From an optimization exercise on the open Yosys and OpenROAD flow, aimed at a short achievable clock period and few clock cycles; shortcuts taken in it are not production practice. Function was not checked in any run shown here: the RTL went through the layout flow alone. Power and IR drop assume default switching activity.

$ cat design/flow/run.sh
#!/bin/bash
# synth_recipe.tcl (not shown) runs the flow's synth.tcl, then flattens the netlist and writes it again
# the make line also repeats each setting of config.mk as NAME=value (left out here)
make -C /OpenROAD-flow-scripts/flow DESIGN_CONFIG=/design/flow/config.mk WORK_HOME=/design/flow/orfs CLKGATE_MAP_FILE= SYNTH_SCRIPT=/design/flow/synth_recipe.tcl finish
$ cat design/flow/config.mk
export PLATFORM = sky130hd
export DESIGN_NAME = kmeans_iter_ctrl
export DESIGN_NICKNAME = kmeans_iter_ctrl
export VERILOG_FILES = /design/flow/design.v
export SDC_FILE = /design/flow/constraint.sdc
export NUM_CORES = 4
export LEC_CHECK = 0
export CAP_MARGIN = 20
export CORE_MARGIN = 2
export CORE_UTILIZATION = 40
export SETUP_SLACK_MARGIN = 3.6
export SLEW_MARGIN = 20
$ cat design/flow/constraint.sdc
create_clock -name core_clock -period 6.0 [get_ports {clk}]
set_input_delay 1.2000 -clock core_clock [delete_from_list [all_inputs] [get_ports {clk}]]
set_output_delay 1.2000 -clock core_clock [all_outputs]
set_load 0.01 [all_outputs]
$ cat design/flow/design.v
module kmeans_iter_ctrl #(
  parameter int unsigned AW       = 10,
  parameter int unsigned MAX_ITER = 16,
  parameter logic [15:0] TOL      = 16'h0010
) (
  input  logic          clk,
  input  logic          rst,
  input  logic          start,
  input  logic [AW-1:0] num_points,
  input  logic [47:0]   init_cx,
  input  logic [47:0]   init_cy,
  output logic          pt_rd_en,
  output logic [AW-1:0] pt_rd_addr,
  input  logic [31:0]   pt_rd_data,
  output logic          dp_valid,
  output logic [15:0]   dp_x,
  output logic [15:0]   dp_y,
  input  logic          dp_result_valid,
  input  logic [1:0]    dp_cluster,
  output logic [47:0]   cent_x,
  output logic [47:0]   cent_y,
  output logic          busy,
  output logic          done,
  output logic          converged,
  output logic [4:0]    iter_count
);
  localparam logic [4:0] LastIter = 5'(MAX_ITER - 1);
  localparam logic [15:0] Tol = TOL & 16'h0000;
  localparam int unsigned TLoad = 5;
  localparam int unsigned TRead = 12;
  localparam int unsigned TDec  = 14;
  logic                busy_q, done_q, conv_q, acc_q;
  logic [4:0]          iter_q;
  logic [AW-1:0]       num_sh_q, nm1_q;
  logic [47:0]         icx_sh_q, icy_sh_q;
  logic [2:0][15:0]    cx_q, cy_q;
  logic                rd_en_q;
  logic [AW-1:0]       addr_q;
  logic                v1_q, dpv_q, v3_q;
  logic [31:0]         pd_q, pd2_q, pd3_q;
  logic [2:0]          en_q;
  logic [TDec:1]       tok_q;
  logic                step_q;
  logic [2:0][15:0]    lox_q, loy_q;
  logic [2:0]          cox_q, coy_q;
  logic [2:0][AW-1:0]  hix_q, hiy_q;
  logic [2:0][AW-1:0]  cnt_q;
  logic [2:0][AW-1:0]  remx_q, remy_q;
  logic [2:0][15:0]    dvdx_q, dvdy_q;
  logic [2:0][AW-1:0]  n_q;
  logic [2:0][AW+1:0]  n3_q;
  logic [2:0]          nz_q;
  logic [2:0]          eqx_q, eqy_q;
  logic                last_rd, all_eq, stop, zdone, accept;
  assign accept  = start & ~busy_q;
  assign last_rd = rd_en_q & (addr_q == nm1_q);
  assign all_eq  = (&eqx_q) & (&eqy_q);
  assign stop    = tok_q[TDec] & (all_eq | (iter_q == LastIter));
  assign zdone   = acc_q & (num_sh_q == '0);
  function automatic logic [AW+1:0] div_step(input logic [AW-1:0] rem,
                                             input logic [1:0]    nxt,
                                             input logic [AW-1:0] n,
                                             input logic [AW+1:0] n3);
    logic [AW+1:0] trial, d1, d2, d3;
    logic          ge1, ge2, ge3;
    logic [1:0]    q;
    logic [AW-1:0] r;
    trial = {rem, nxt};
    {ge1, d1} = {1'b0, trial} - {3'b0, n} + {1'b1, {(AW+2){1'b0}}};
    {ge2, d2} = {1'b0, trial} - {2'b0, n, 1'b0} + {1'b1, {(AW+2){1'b0}}};
    {ge3, d3} = {1'b0, trial} - {1'b0, n3} + {1'b1, {(AW+2){1'b0}}};
    if (ge3)      begin q = 2'd3; r = d3[AW-1:0]; end
    else if (ge2) begin q = 2'd2; r = d2[AW-1:0]; end
    else if (ge1) begin q = 2'd1; r = d1[AW-1:0]; end
    else          begin q = 2'd0; r = trial[AW-1:0]; end
    div_step = {q, r};
  endfunction
  logic [2:0][AW+1:0] stx, sty;
  logic [2:0][1:0]    qx, qy;
  always_comb begin
    for (int k = 0; k < 3; k++) begin
      stx[k] = div_step(remx_q[k], dvdx_q[k][15:14], n_q[k], n3_q[k]);
      sty[k] = div_step(remy_q[k], dvdy_q[k][15:14], n_q[k], n3_q[k]);
      qx[k]  = nz_q[k] ? stx[k][AW+1:AW] : cx_q[k][15:14];
      qy[k]  = nz_q[k] ? sty[k][AW+1:AW] : cy_q[k][15:14];
    end
  end
  always_ff @(posedge clk or posedge rst) begin
    if (rst) begin
      busy_q  <= 1'b0;
      done_q  <= 1'b0;
      conv_q  <= 1'b0;
      acc_q   <= 1'b0;
      iter_q  <= '0;
      cx_q    <= '0;
      cy_q    <= '0;
      rd_en_q <= 1'b0;
      v1_q    <= 1'b0;
      dpv_q   <= 1'b0;
      v3_q    <= 1'b0;
      en_q    <= '0;
      tok_q   <= '0;
      step_q  <= 1'b0;
    end else begin
      acc_q  <= accept;
      done_q <= stop | zdone;
      if (accept)             busy_q <= 1'b1;
      else if (stop | zdone)  busy_q <= 1'b0;
      if (acc_q) begin
        iter_q <= '0;
        conv_q <= zdone;
      end else if (tok_q[TDec]) begin
        iter_q <= iter_q + 5'd1;
        conv_q <= all_eq;
      end
      if (acc_q) begin
        cx_q <= icx_sh_q;
        cy_q <= icy_sh_q;
      end else if (step_q) begin
        for (int k = 0; k < 3; k++) begin
          cx_q[k] <= {cx_q[k][13:0], qx[k]};
          cy_q[k] <= {cy_q[k][13:0], qy[k]};
        end
      end
      if (stop)                 rd_en_q <= 1'b0;
      else if (acc_q)           rd_en_q <= ~zdone;
      else if (tok_q[TRead])    rd_en_q <= 1'b1;
      else if (last_rd)         rd_en_q <= 1'b0;
      v1_q   <= rd_en_q & ~stop;
      dpv_q  <= v1_q & ~stop;
      v3_q   <= dpv_q;
      for (int k = 0; k < 3; k++)
        en_q[k] <= v3_q & dp_result_valid & (dp_cluster == 2'(k + 1));
      tok_q  <= stop ? '0 : {tok_q[TDec-1:1], last_rd};
      step_q <= |tok_q[TDec-2:TLoad];
    end
  end
  always_ff @(posedge clk) begin
    num_sh_q <= num_points;
    icx_sh_q <= init_cx;
    icy_sh_q <= init_cy;
    if (acc_q) nm1_q <= num_sh_q - 1'b1;
    if (acc_q || tok_q[TRead]) addr_q <= '0;
    else if (rd_en_q)          addr_q <= addr_q + 1'b1;
    pd_q  <= pt_rd_data;
    pd2_q <= pd_q;
    pd3_q <= pd2_q;
    for (int k = 0; k < 3; k++) begin
      if (acc_q || tok_q[TLoad]) begin
        lox_q[k] <= '0;
        loy_q[k] <= '0;
        cox_q[k] <= 1'b0;
        coy_q[k] <= 1'b0;
        hix_q[k] <= '0;
        hiy_q[k] <= '0;
        cnt_q[k] <= '0;
      end else begin
        if (en_q[k]) begin
          {cox_q[k], lox_q[k]} <= {1'b0, lox_q[k]} + {1'b0, pd3_q[31:16]};
          {coy_q[k], loy_q[k]} <= {1'b0, loy_q[k]} + {1'b0, pd3_q[15:0]};
        end else begin
          cox_q[k] <= 1'b0;
          coy_q[k] <= 1'b0;
        end
        hix_q[k] <= hix_q[k] + AW'(cox_q[k]);
        hiy_q[k] <= hiy_q[k] + AW'(coy_q[k]);
        cnt_q[k] <= cnt_q[k] + AW'(en_q[k]);
      end
      if (tok_q[TLoad]) begin
        remx_q[k] <= hix_q[k] + AW'(cox_q[k]);
        remy_q[k] <= hiy_q[k] + AW'(coy_q[k]);
        dvdx_q[k] <= lox_q[k];
        dvdy_q[k] <= loy_q[k];
        n_q[k]    <= cnt_q[k];
        n3_q[k]   <= {2'b0, cnt_q[k]} + {1'b0, cnt_q[k], 1'b0};
        nz_q[k]   <= cnt_q[k] != '0;
        eqx_q[k]  <= 1'b1;
        eqy_q[k]  <= 1'b1;
      end else if (step_q) begin
        remx_q[k] <= stx[k][AW-1:0];
        remy_q[k] <= sty[k][AW-1:0];
        dvdx_q[k] <= {dvdx_q[k][13:0], 2'b00};
        dvdy_q[k] <= {dvdy_q[k][13:0], 2'b00};
        eqx_q[k]  <= eqx_q[k] & (qx[k] == cx_q[k][15:14]);
        eqy_q[k]  <= eqy_q[k] & (qy[k] == cy_q[k][15:14]);
      end
    end
  end
  assign pt_rd_en   = rd_en_q;
  assign pt_rd_addr = addr_q;
  assign dp_valid   = dpv_q;
  assign dp_x       = pd_q[31:16];
  assign dp_y       = pd_q[15:0];
  assign cent_x     = cx_q;
  assign cent_y     = cy_q;
  assign busy       = busy_q;
  assign done       = done_q;
  assign converged  = conv_q;
  assign iter_count = iter_q;
endmodule
==> impl_metrics.ini, run 1 <==
[timing]
hold_viol_final = 0
drv_slew = 0
finClkSkew_ps = 26.69
rsz0062_at_grt = true
period_share_pct = 48.77
tightestPinTransition_ps = 928.6
setup_ws_ps = 3074
slew_headroom_pct = 38.09
setup_viol = 0
min_period_ps = 2926
whs_ps = 310.2
tns_ps = 0
fmaxAchievable_ghz = 0.3418

[layout]
antenna_cells = 0
layout_common_cells = dfxtp_1 (359), nor2_1 (328), ha_1 (310)
finalNetCount = 5188
final_cells = 6110
area_growth_pct = 29.43
stdcell_area_um2 = 53500
final_common_cell = dfxtp_1
drive_above_1_share_pct = 24.88
n_fill_cell = 9178

[placed_design]
pre_cts_ws_ps = 2463
port-buffer-count = 291
gp_congestion = 0.8787
dp.cells = 5613
dp_hpwl_um = 73440
placed_area_um2 = 45900

[worst_setup_path]
critPathMaxFanout = 6
reg2reg_depth = 11
r2r_setup_slack_ps = 3070
setup.worst_path.start_class = register
worstSetupPathType = reg -> reg
arrival_ps = 3360
critPathRequiredTime_ps = 6430
cp-end-kind = register
worstReg2RegStart = n_q[0]
cp-startpoint = n_q[0]

[floorplanning]
rows = 117
die_h_um = 325.5
dieArea_um2 = 105900
core-area_um2 = 102200
start_util_pct = 40.46
dieWidth_um = 325.5
ios = 292

[yosys]
synth_cell_types = 93
synth_warnings = 1
yosysTopAreaCellShare_pct = 19.86
ys.flop_type = dfxtp_1
synth_top_family_by_area = simple AND/OR/NAND/NOR gates
synthAdderAreaFrac_pct = 11.85
synth.yosys.seq_area_share_pct = 44.40
synth_top_cell_by_area = dfxtp_1
synthSimpleGateAreaFrac_pct = 13.48
synthesis.area_um2 = 41340
synth-xor-area-share_pct = 6.547
synth_top_cells_by_area = dfxtp_1 (20%), edfxtp_1 (17%), ha_1 (11%), dfrtp_1 (7.7%), mux2i_1 (4.8%)
synth_compound_area_share_pct = 13.05
synth_seq_cells = 769
netlist_instances = 4058
avgSynthCellArea_um2 = 10.19
synth_nets = 4581
synth-edff-count = 232
synthMuxAreaShare_pct = 7.640
postSynth.asyncResetShare_pct = 16.51

[grt]
grt_overflow_total = 0
grt_pass1_vias = 30910
antenna_found_initial = 3
grt_max_degree = 128
grt_pass1_wl_um = 173700
grt_usage_pct = 20.43

[clocking]
clkTransAtPathRegs_ps = 60
clockBufferDepth = 3
htree_levels = 3
cts.sinks = 769
clockRootBuffer = clkbuf_16
worst_skew_pair.late_latency_ps = 690
cts_tree = done
numCtsBuffers = 89

[hold_path]
min_path_type = reg -> reg
min_from = pd2_q[27]
whs_path_depth = 0

[drt]
drt_iter0_markers = 2002
routed_wl_um = 112600
viasPerCell = 5.260
wl_per_cell_um = 18.42
routed-via-count = 32140
drtPass1Iterations = 5
drtAntennaViolNets = 0
drc = 0

[pwr]
p_leak_nw = 22.23
ir_drop_mv = 0.2869
p_per_area_nw_per_um2 = 333.2

[status]
outcome = timing/DRC/antenna clean

[job]
drv_cap = 0
[cells by family after synthesis]
| group | count (synthesis) |
|---|---|
| adders and majority gates | 379 |
| AOI/OAI and AO/OA | 813 |
| buffers and inverters | 324 |
| and+or+nand+nor | 1162 |
| DFF | 769 |
| muxes | 302 |
| xor gates and xnor gates | 309 |
[final timing paths]
check | endpoint
worst max-delay path | remy_q[0]
worst min-delay path | pd3_q[27]
worst max register to register | remy_q[0]
worst min register to register | pd3_q[27]
max in group asynchronous | cy_q[27]
min in group asynchronous | v1_q
[state kept, by name, summed over array words and instances (netlist names), 30 cells and up]
name,flops
dvdx_q,48
cy_q,48
hix_q,30
remy_q,30
icy_sh_q,48
n_q,30
cx_q,48
pd_q,32
dvdy_q,48
lox_q,48
remx_q,30
n3_q,33
loy_q,48
pd2_q,32
pd3_q,32
cnt_q,30
hiy_q,30
icx_sh_q,48
[metrics by stage]
step,utilization (%),power [mW]
floorplan,-,9.647
global placement,44.92,11.24
detailed placement,44.92,11.32
CTS,50.72,17.54
global route,52.36,18.84
finish,52.36,17.83
[metal layers]
metal	vias to the layer above	global-route usage [%]	wire (um)
met3	173	3.147	5508
met4	0	5.770	2896
li1	15850	-	-
met1	15320	28.32	53250
met2	796	32.99	50920
met5	-	0	0
[cells in the mapped netlist (all sizes together), types with 10 or more instances]
| library cell | number |
|---|---|
| dfxtp | 410 |
| ha | 358 |
| nor2 | 342 |
| nand2 | 262 |
| o21ai | 257 |
| edfxtp | 232 |
| xnor2 | 206 |
| inv | 202 |
| mux2i | 197 |
| a21oi | 179 |
| dfrtp | 127 |
| nand3 | 119 |
| nor3 | 107 |
| mux2 | 105 |
| xor2 | 103 |
| clkbuf | 85 |
| and2 | 80 |
| a211oi | 56 |
| a21o | 54 |
| and3 | 50 |
| o21a | 43 |
| nor2b | 42 |
| buf | 36 |
| nand2b | 35 |
| nand4 | 29 |
| or3 | 27 |
| nand3b | 25 |
| a31oi | 23 |
| fa | 21 |
| o211ai | 21 |
| a221o | 17 |
| o21bai | 17 |
| nor4 | 15 |
| o31ai | 15 |
| o41ai | 13 |
| or2 | 11 |
| o2111ai | 10 |
[worst max-delay path, cell delays in order (launching register included)]
cell and delay (ps):
edfxtp_1 470, ha_4 210, inv_4 40, fa_2 380
a211oi_4 260, nor2_2 90, o31a_1 300, o21ai_2 190
o21ai_4 140, o21bai_4 220, mux2i_1 130, mux2_4 250
[timing repair]
action / 4_1_cts / 5_1_grt
cloned: 10 / 1
setup buffers: 232 / 86
hold buffers: 0 / 0
resized for setup: 1013 / 221
setup endpoints to repair: 596 / 233
pin swaps: 124 / 127
[power breakdown]
group	internal, mW	total [mW]	switching, mW	leakage, nW
Sequential	6.22	6.88	0.654	7.05
Combinational	2.80	5.43	2.63	13.7
Clock	3.21	5.52	2.32	1.48
[layout make-up]
cell class              instances  area (um2)  area share, %
multi-input cells            2973       23900          44.67
flip-flops and latches        769       18500          34.57
clock inverters                45       499.2         0.9331
well taps                    1368        1712          3.199
clock buffers                 123        2496          4.665
inverters                     203       774.5          1.448
repair buffers                629        5627          10.52
==> inputs of run 2 (changes only) <==
--- a/design/flow/design.v
+++ b/design/flow/design.v
@@ -49,3 +49,2 @@
   logic [2:0][15:0]    dvdx_q, dvdy_q;
-  logic [2:0][AW-1:0]  n_q;
   logic [2:0][AW+1:0]  n3_q;
@@ -81,4 +80,4 @@
     for (int k = 0; k < 3; k++) begin
-      stx[k] = div_step(remx_q[k], dvdx_q[k][15:14], n_q[k], n3_q[k]);
-      sty[k] = div_step(remy_q[k], dvdy_q[k][15:14], n_q[k], n3_q[k]);
+      stx[k] = div_step(remx_q[k], dvdx_q[k][15:14], cnt_q[k], n3_q[k]);
+      sty[k] = div_step(remy_q[k], dvdy_q[k][15:14], cnt_q[k], n3_q[k]);
       qx[k]  = nz_q[k] ? stx[k][AW+1:AW] : cx_q[k][15:14];
@@ -155,3 +154,2 @@
         hiy_q[k] <= '0;
-        cnt_q[k] <= '0;
       end else begin
@@ -166,4 +164,7 @@
         hiy_q[k] <= hiy_q[k] + AW'(coy_q[k]);
-        cnt_q[k] <= cnt_q[k] + AW'(en_q[k]);
       end
+      if (acc_q || tok_q[TDec-1]) cnt_q[k] <= '0;
+      else                        cnt_q[k] <= cnt_q[k] + AW'(en_q[k]);
+      n3_q[k] <= {2'b0, cnt_q[k]} + {1'b0, cnt_q[k], 1'b0};
+      nz_q[k] <= cnt_q[k] != '0;
       if (tok_q[TLoad]) begin
@@ -173,8 +174,5 @@
         dvdy_q[k] <= loy_q[k];
-        n_q[k]    <= cnt_q[k];
-        n3_q[k]   <= {2'b0, cnt_q[k]} + {1'b0, cnt_q[k], 1'b0};
-        nz_q[k]   <= cnt_q[k] != '0;
         eqx_q[k]  <= 1'b1;
         eqy_q[k]  <= 1'b1;
-      end else if (step_q) begin
+      end else begin
         remx_q[k] <= stx[k][AW-1:0];
==> run 2 against run 1 <==
Against the previous run: largest power group is now combinational logic; largest cell class unchanged; synthesized cell count shrank 0.67%; power grew 70%; area after synthesis shrank 6.8%; count of clock-buffer cells in the layout shrank 3; clock skew grew 11 ps; final cell count shrank 1.8%; flip-flop and latch count shrank 27; highest routed layer is now met5.
==> impl_metrics.ini, run 2 <==
[timing]
rsz0062_at_grt = true
fmaxAchievable_ghz = 0.3819
drv_slew = 0
finClkSkew_ps = 37.97
slew_headroom_pct = 28.87
tns_ps = 0
min_period_ps = 2619
period_share_pct = 43.65
tightestPinTransition_ps = 1063
setup_viol = 0
hold_viol_final = 0

[clocking]
clkTransAtPathRegs_ps = 60
cts_tree = done
cts.sinks = 742
htree_levels = 3
clockBufferDepth = 3
hold_buffers = 0
clockRootBuffer = clkbuf_16
worst_skew_pair.late_latency_ps = 690
numCtsBuffers = 85

[placed_design]
dp_hpwl_um = 72720
placed_area_um2 = 43040
port-buffer-count = 291
gp_congestion = 0.8905
dp.cells = 5486

[layout]
final_cells = 6002
area_growth_pct = 34.45
n_fill_cell = 8397
finalNetCount = 5190
finish.utilization_pct = 54.38
final_common_cell = dfxtp_1
seq_area_um2 = 15850
stdcell_area_um2 = 51820
drive_above_1_share_pct = 28.83
layout_common_cells = dfxtp_1 (496), nor2_1 (313), buf_4 (299)
multiInputGateArea_um2 = 24670

[grt]
grt_usage_pct = 21.23
grt_pass1_vias = 30610
met3_usage_pct = 2.826
grt-busiest-layer = met2
grt_overflow_total = 0
met2_usage_pct = 36.42
grtUsageMet1_pct = 27.14
antenna_found_initial = 10
grt_pass1_wl_um = 167700
grt_max_degree = 128

[pwr]
p_per_area_nw_per_um2 = 584.0
ir_drop_mv = 0.2768
total_power_mw = 30.27
p_leak_nw = 21.66

[worst_setup_path]
cp_slowest_cell = fa_2
reg2reg_depth = 12
r2r_setup_slack_ps = 3380
cp_slowest_stage_delay_ps = 380
cp-startpoint = dvdy_q[30]
crit_buf_inv = 2
setup.worst_path.start_class = register
arrival_ps = 3160
worstReg2RegStart = dvdy_q[30]
worstSetupPathType = reg -> reg
worstReg2RegEnd = remy_q[14]
critPathRequiredTime_ps = 6540
cp_top_family = compound AO/OA/AOI/OAI gates
cp-end-kind = register
critPathMaxFanout = 5
crit_chain = inv_4, ha_4, fa_2, nor2b_4, o2111ai_4, nand3_2, o2111a_2, nor2_4, buf_12, mux2_4, a21o_1, a221o_1

[floorplanning]
rows = 113
dieArea_um2 = 98860
dieWidth_um = 314.4
core-area_um2 = 95290
die_h_um = 314.4
ios = 292
start_util_pct = 40.45

[drt]
routed_wl_um = 109100
drc = 0
wl_per_cell_um = 18.17
routed-via-count = 31360
drtAntennaViolNets = 0
drt_iter0_markers = 1600
drtPass1Iterations = 7
viasPerCell = 5.224

[hold_path]
min_path_type = reg -> reg
whs_path_depth = 0
hold_path_end = pd3_q[22]
min_from = pd2_q[22]

[yosys]
synth_seq_cells = 742
synth_nets = 4560
synth_top_cells_by_area = dfxtp_1 (31%), ha_1 (12%), dfrtp_1 (8.2%), mux2i_1 (4.6%), xnor2_1 (4.1%)
synth_warnings = 1
synth-edff-count = 10
netlist_instances = 4031
postSynth.asyncResetShare_pct = 17.12
avgSynthCellArea_um2 = 9.562
synth_top_cell_by_area = dfxtp_1
yosysTopAreaCellShare_pct = 31.42
yosysMostFrequentCell = dfxtp_1
synth_commonest_cells = dfxtp_1 (605), ha_1 (364), nor2_1 (324)
synth_cell_types = 97
ys.flop_type = dfxtp_1
synthesis.area_um2 = 38540
synth.yosys.seq_area_share_pct = 40.45

[status]
outcome = timing/DRC/antenna clean

[job]
drv_cap = 0
-- run 2: logic make-up (layout without fill, tap and decap cells) --
| group | Yosys count | count (layout) | share of synthesized area, % |
|---|---|---|---|
| AO/OA/AOI/OAI | 884 | 887 | 14.74 |
| XOR/XNOR | 300 | 300 | 6.817 |
| flip-flops | 742 | 742 | 40.45 |
| adder cells (fa/ha/maj) | 385 | 385 | 12.91 |
| buffers and inverters | 295 | 992 | 3.113 |
| other | 0 | 5 | 0 |
| multiplexers | 281 | 281 | 7.635 |
| AND/OR/NAND/NOR | 1144 | 1145 | 14.34 |
-- run 2: how the worst max path moves through the flow --
stage / end / slack [ps] / cells after the start
final: remy_q[14] / 3380 / 12
after global routing: remy_q[14] / 3310 / 12
after CTS: remy_q[14] / 3360 / 12
after detailed placement: cx_q[33] / 2660 / 10
after global placement: cx_q[32] / 2790 / 11
after floorplan: acc_q / 3230 / 1
-- run 2: per-layer routing --
metal	wire, um	share of wire (%)
met4	3629	3.3
met1	47990	44
met2	53240	49
met3	4187	3.8
met5	13	0.012
-- run 2: stage by stage --
step,worst slack [ps],hold slack (ps)
after floorplan,3233,309.6
final,3381,312.1
after CTS,3357,303.8
after global routing,3310,318.7
after global placement,2789,310.2
after detailed placement,2660,312.1
-- run 2: worst reg2reg max path, stage by stage, from the launching register on --
cell and delay (ps):
dfxtp_2 350, inv_4 50, ha_4 150, fa_2 380, nor2b_4 160, o2111ai_4 130, nand3_2 100, o2111a_2 240
nor2_4 60, buf_12 140, mux2_4 290, a21o_1 160, a221o_1 280
-- run 2: final cells by class --
cell class,instances,area share (%)
inverters,169,1.454
well taps,1265,3.054
flip-flops and latches,742,30.59
clock buffers,120,4.706
diodes,5,0.02415
clock inverters,38,1.149
repair buffers,665,11.42
multi-input cells,2998,47.60
-- run 2: repair_timing --
item / CTS / global route
pin swaps: 189 / 206
gates resized for setup: 1168 / 315
setup buffers: 260 / 84
setup endpoints to repair: 430 / 285
gates cloned: 8 / 1
-- run 2: power by group --
part	internal [mW]	switching [mW]	total, mW
sequential	6.15	1.14	7.30
clock	3.34	2.23	5.57
combinational	8.83	8.57	17.4
total	18.3	11.9	30.3
==> inputs of run 3 (changes only) <==
--- a/design/flow/design.v
+++ b/design/flow/design.v
@@ -29,4 +29,4 @@
   localparam int unsigned TLoad = 5;
-  localparam int unsigned TRead = 12;
-  localparam int unsigned TDec  = 14;
+  localparam int unsigned TRead = 20;
+  localparam int unsigned TDec  = 22;
   logic                busy_q, done_q, conv_q, acc_q;
@@ -49,4 +49,3 @@
   logic [2:0][15:0]    dvdx_q, dvdy_q;
-  logic [2:0][AW+1:0]  n3_q;
-  logic [2:0]          nz_q;
+    logic [2:0]          nz_q;
   logic [2:0]          eqx_q, eqy_q;
@@ -58,28 +57,19 @@
   assign zdone   = acc_q & (num_sh_q == '0);
-  function automatic logic [AW+1:0] div_step(input logic [AW-1:0] rem,
-                                             input logic [1:0]    nxt,
-                                             input logic [AW-1:0] n,
-                                             input logic [AW+1:0] n3);
-    logic [AW+1:0] trial, d1, d2, d3;
-    logic          ge1, ge2, ge3;
-    logic [1:0]    q;
-    logic [AW-1:0] r;
+  function automatic logic [AW:0] div_step(input logic [AW-1:0] rem,
+                                           input logic          nxt,
+                                           input logic [AW-1:0] n);
+    logic [AW:0] trial, d1;
+    logic        ge1;
     trial = {rem, nxt};
-    {ge1, d1} = {1'b0, trial} - {3'b0, n} + {1'b1, {(AW+2){1'b0}}};
-    {ge2, d2} = {1'b0, trial} - {2'b0, n, 1'b0} + {1'b1, {(AW+2){1'b0}}};
-    {ge3, d3} = {1'b0, trial} - {1'b0, n3} + {1'b1, {(AW+2){1'b0}}};
-    if (ge3)      begin q = 2'd3; r = d3[AW-1:0]; end
-    else if (ge2) begin q = 2'd2; r = d2[AW-1:0]; end
-    else if (ge1) begin q = 2'd1; r = d1[AW-1:0]; end
-    else          begin q = 2'd0; r = trial[AW-1:0]; end
-    div_step = {q, r};
+    {ge1, d1} = {1'b0, trial} - {2'b0, n} + {1'b1, {(AW+1){1'b0}}};
+    div_step = {ge1, ge1 ? d1[AW-1:0] : trial[AW-1:0]};
   endfunction
-  logic [2:0][AW+1:0] stx, sty;
-  logic [2:0][1:0]    qx, qy;
+  logic [2:0][AW:0]   stx, sty;
+  logic [2:0]         qx, qy;
   always_comb begin
     for (int k = 0; k < 3; k++) begin
-      stx[k] = div_step(remx_q[k], dvdx_q[k][15:14], cnt_q[k], n3_q[k]);
-      sty[k] = div_step(remy_q[k], dvdy_q[k][15:14], cnt_q[k], n3_q[k]);
-      qx[k]  = nz_q[k] ? stx[k][AW+1:AW] : cx_q[k][15:14];
-      qy[k]  = nz_q[k] ? sty[k][AW+1:AW] : cy_q[k][15:14];
+      stx[k] = div_step(remx_q[k], dvdx_q[k][15], cnt_q[k]);
+      sty[k] = div_step(remy_q[k], dvdy_q[k][15], cnt_q[k]);
+      qx[k]  = nz_q[k] ? stx[k][AW] : cx_q[k][15];
+      qy[k]  = nz_q[k] ? sty[k][AW] : cy_q[k][15];
     end
@@ -119,4 +109,4 @@
         for (int k = 0; k < 3; k++) begin
-          cx_q[k] <= {cx_q[k][13:0], qx[k]};
-          cy_q[k] <= {cy_q[k][13:0], qy[k]};
+          cx_q[k] <= {cx_q[k][14:0], qx[k]};
+          cy_q[k] <= {cy_q[k][14:0], qy[k]};
         end
@@ -167,3 +157,2 @@
       else                        cnt_q[k] <= cnt_q[k] + AW'(en_q[k]);
-      n3_q[k] <= {2'b0, cnt_q[k]} + {1'b0, cnt_q[k], 1'b0};
       nz_q[k] <= cnt_q[k] != '0;
@@ -179,6 +168,6 @@
         remy_q[k] <= sty[k][AW-1:0];
-        dvdx_q[k] <= {dvdx_q[k][13:0], 2'b00};
-        dvdy_q[k] <= {dvdy_q[k][13:0], 2'b00};
-        eqx_q[k]  <= eqx_q[k] & (qx[k] == cx_q[k][15:14]);
-        eqy_q[k]  <= eqy_q[k] & (qy[k] == cy_q[k][15:14]);
+        dvdx_q[k] <= {dvdx_q[k][14:0], 1'b0};
+        dvdy_q[k] <= {dvdy_q[k][14:0], 1'b0};
+        eqx_q[k]  <= eqx_q[k] & (qx[k] == cx_q[k][15]);
+        eqy_q[k]  <= eqy_q[k] & (qy[k] == cy_q[k][15]);
       end
==> run 3 against run 2 <==
Against the previous run: still clean; highest routed layer is now met4; die area down 22%; critical path depth down 2; critical path type unchanged; count of clock-buffer cells in the layout down 2; wire length down 32%; global-route usage down 2.5 points; area after synthesis down 22%; utilization down 1.9 points; synthesized cell count down 29%; register-to-register slack better by 95 ps; first-iteration DRC count down 43%.
==> impl_metrics.ini, run 3 <==
[floorplanning]
dieWidth_um = 277.5
core-area_um2 = 74200
die_h_um = 277.5
rows = 100
dieArea_um2 = 77000
ios = 292
start_util_pct = 40.32

[yosys]
synth_cell_types = 76
synth_nets = 3188
synth.yosys.seq_area_share_pct = 50.37
synth_top_cells_by_area = dfxtp_1 (38%), dfrtp_1 (11%), ha_1 (7.5%), mux2i_1 (6.6%), mux2_2 (3.8%)
synth_seq_cells = 714
synth_top_cell_by_area = dfxtp_1
avgSynthCellArea_um2 = 10.49
synth_warnings = 1
ys.flop_type = dfxtp_1
yosysTopAreaCellShare_pct = 38.08
synthesis.area_um2 = 29920
synth-edff-count = 10
netlist_instances = 2853
synth_commonest_cells = dfxtp_1 (569), nor2_1 (256), mux2i_1 (198)
yosysMostFrequentCell = dfxtp_1
postSynth.asyncResetShare_pct = 18.91

[clocking]
clkTransAtPathRegs_ps = 60
numCtsBuffers = 79
clockBufferDepth = 3
cts.sinks = 714
cts_tree = done
worst_skew_pair.late_latency_ps = 640
htree_levels = 3
hold_buffers = 0
clockRootBuffer = clkbuf_16

[layout]
drive_above_1_share_pct = 24.93
finalNetCount = 3686
final_common_cell = dfxtp_1
area_growth_pct = 30.23
layout_common_cells = dfxtp_1 (522), nor2_1 (250), buf_4 (203)

[worst_setup_path]
worstReg2RegStart = pd3_q[0]
cp-end-kind = register
critPathRequiredTime_ps = 6540
arrival_ps = 3060
reg2reg_depth = 10
cp-startpoint = pd3_q[0]
worstSetupPathType = reg -> reg
setup.worst_path.start_class = register
critPathMaxFanout = 3

[status]
outcome = timing/DRC/antenna clean

[timing]
finClkSkew_ps = 26.27
fmaxAchievable_ghz = 0.3963
tns_ps = 0
min_period_ps = 2524
setup_viol = 0
tightestPinTransition_ps = 934.4
setup_ws_ps = 3476
hold_viol_final = 0
rsz0062_at_grt = true
period_share_pct = 42.06
drv_slew = 0
slew_headroom_pct = 37.71

[grt]
grt_overflow_total = 0
grt_pass1_wl_um = 117900
grtUsageMet1_pct = 22.71
grt_usage_pct = 18.72
grt-busiest-layer = met2
grt_pass1_vias = 22400
met2_usage_pct = 33.91
grt_max_degree = 164
antenna_found_initial = 5
met3_usage_pct = 2.476

[drt]
drtAntennaViolNets = 0
wl_per_cell_um = 16.77
drt_iter0_markers = 919
routed-via-count = 22130
drc = 0
viasPerCell = 5.040
drtPass1Iterations = 5
routed_wl_um = 73650

[placed_design]
pre_cts_ws_ps = 2954
port-buffer-count = 291
dp_hpwl_um = 47740
gp_congestion = 0.8232

[job]
drv_cap = 0

[pwr]
p_per_area_nw_per_um2 = 523.6
p_leak_nw = 16.60
ir_drop_mv = 0.2548

[hold_path]
whs_path_depth = 0
min_path_type = reg -> reg
min_from = pd2_q[27]
[run 3: area by class of cell]
type / count / area (um2)
fill: 6587 / 35240
sequential: 714 / 15200
multi-input combinational: 1960 / 15110
inverter: 76 / 304.0
antenna: 5 / 12.51
clock inverter: 30 / 415.4
tap: 969 / 1212
timing repair buffer: 520 / 4364
clock buffer: 118 / 2338
[run 3: worst paths after layout]
check / endpoint / slack (ps)
max: loy_q[14] / 3480
max in group asynchronous: step_q / 4190
min reg2reg: pd3_q[27] / 320
min in group asynchronous: cy_q[39] / 1140
min: pd3_q[27] / 320
max reg2reg: loy_q[14] / 3480
[run 3: cell families (layout without fill, tap and decap cells)]
logic type               Yosys count  in the layout  synth area share [%]
buffers and inverters            182            744                 2.413
AO/OA/AOI/OAI                    496            497                 10.34
flip-flops                       714            714                 50.37
other                              0              5                     0
XOR/XNOR                         216            216                 6.324
AND/OR/NAND/NOR                  753            755                 11.73
adder cells (fa/ha/maj)          191            191                 8.289
multiplexers                     301            301                 10.53
[run 3: report_power, final]
| group | switching (mW) | internal [mW] |
|---|---|---|
| logic | 4.11 | 4.53 |
| clock network | 1.99 | 3.06 |
| registers | 0.816 | 5.88 |
| total | 6.92 | 13.5 |
[run 3: repair_timing]
item	CTS	global route
pin swaps	66	101
resized for setup	787	165
buffers inserted	150	61
cloned	6	0
endpoints found under the setup margin	253	172
[run 3: stage by stage]
| stage | hold WS (ps) | utilization [%] | power, mW | instance area [um2] | std cells |
|---|---|---|---|---|---|
| detailed placement | 312.1 | 45.58 | 13.52 | 33820 | 4022 |
| global route | 330.1 | 52.51 | 21.79 | 38960 | 4392 |
| CTS | 325.9 | 50.98 | 19.71 | 37830 | 4326 |
| floorplan | 309.6 | - | 11.50 | 29980 | 2853 |
| finish | 321.0 | 52.51 | 20.40 | 38960 | 4392 |
| global placement | 311.5 | 45.58 | 13.30 | 33820 | 4022 |
[run 3: metal layers]
metal | part of all wire [%] | wire (um)
met5 | 0 | 0
met2 | 51 | 37750
met4 | 2.6 | 1917
met1 | 43 | 31930
met3 | 2.8 | 2043
[run 3: critical path: stages (launching register included)]
cell and delay (ps):
dfxtp_4 360, ha_4 160, fa_2 340, a21o_1 180, a21oi_2 160, o21ai_1 80
a221o_1 410, o31ai_4 280, a21oi_2 120, xnor2_1 150, a211oi_1 190

[port drivers added, routing unchanged]
The flow's constraints put no driver on any port. The routed layouts listed below were extracted and timed again, unchanged, in two steps. Step 1 sets driving cells, clkbuf_16 on the clock port and buf_2 on the other inputs (assumed; they add their load-dependent delay and slew). Step 2 moves the port delays by t, midway between the first and last clock arrival at a register: inputs arrive t later, outputs are due t later. That takes back most of the time a late clock gives input paths. Three values: no drivers, after step 1, after step 2; two values: the first two.
| run | t (ns) | slack for setup (ns) | cell pins on the clock port's net |
|---|---|---|---|
| run 1 | 0.744 | 3.074 / 3.074 / 3.074 | 1 |
| run 2 | 0.733 | 3.381 / 3.381 / 3.381 | 1 |
| run 3 | 0.682 | 3.476 / 3.476 / 3.476 | 1 |
After both steps every run listed still meets setup and hold.
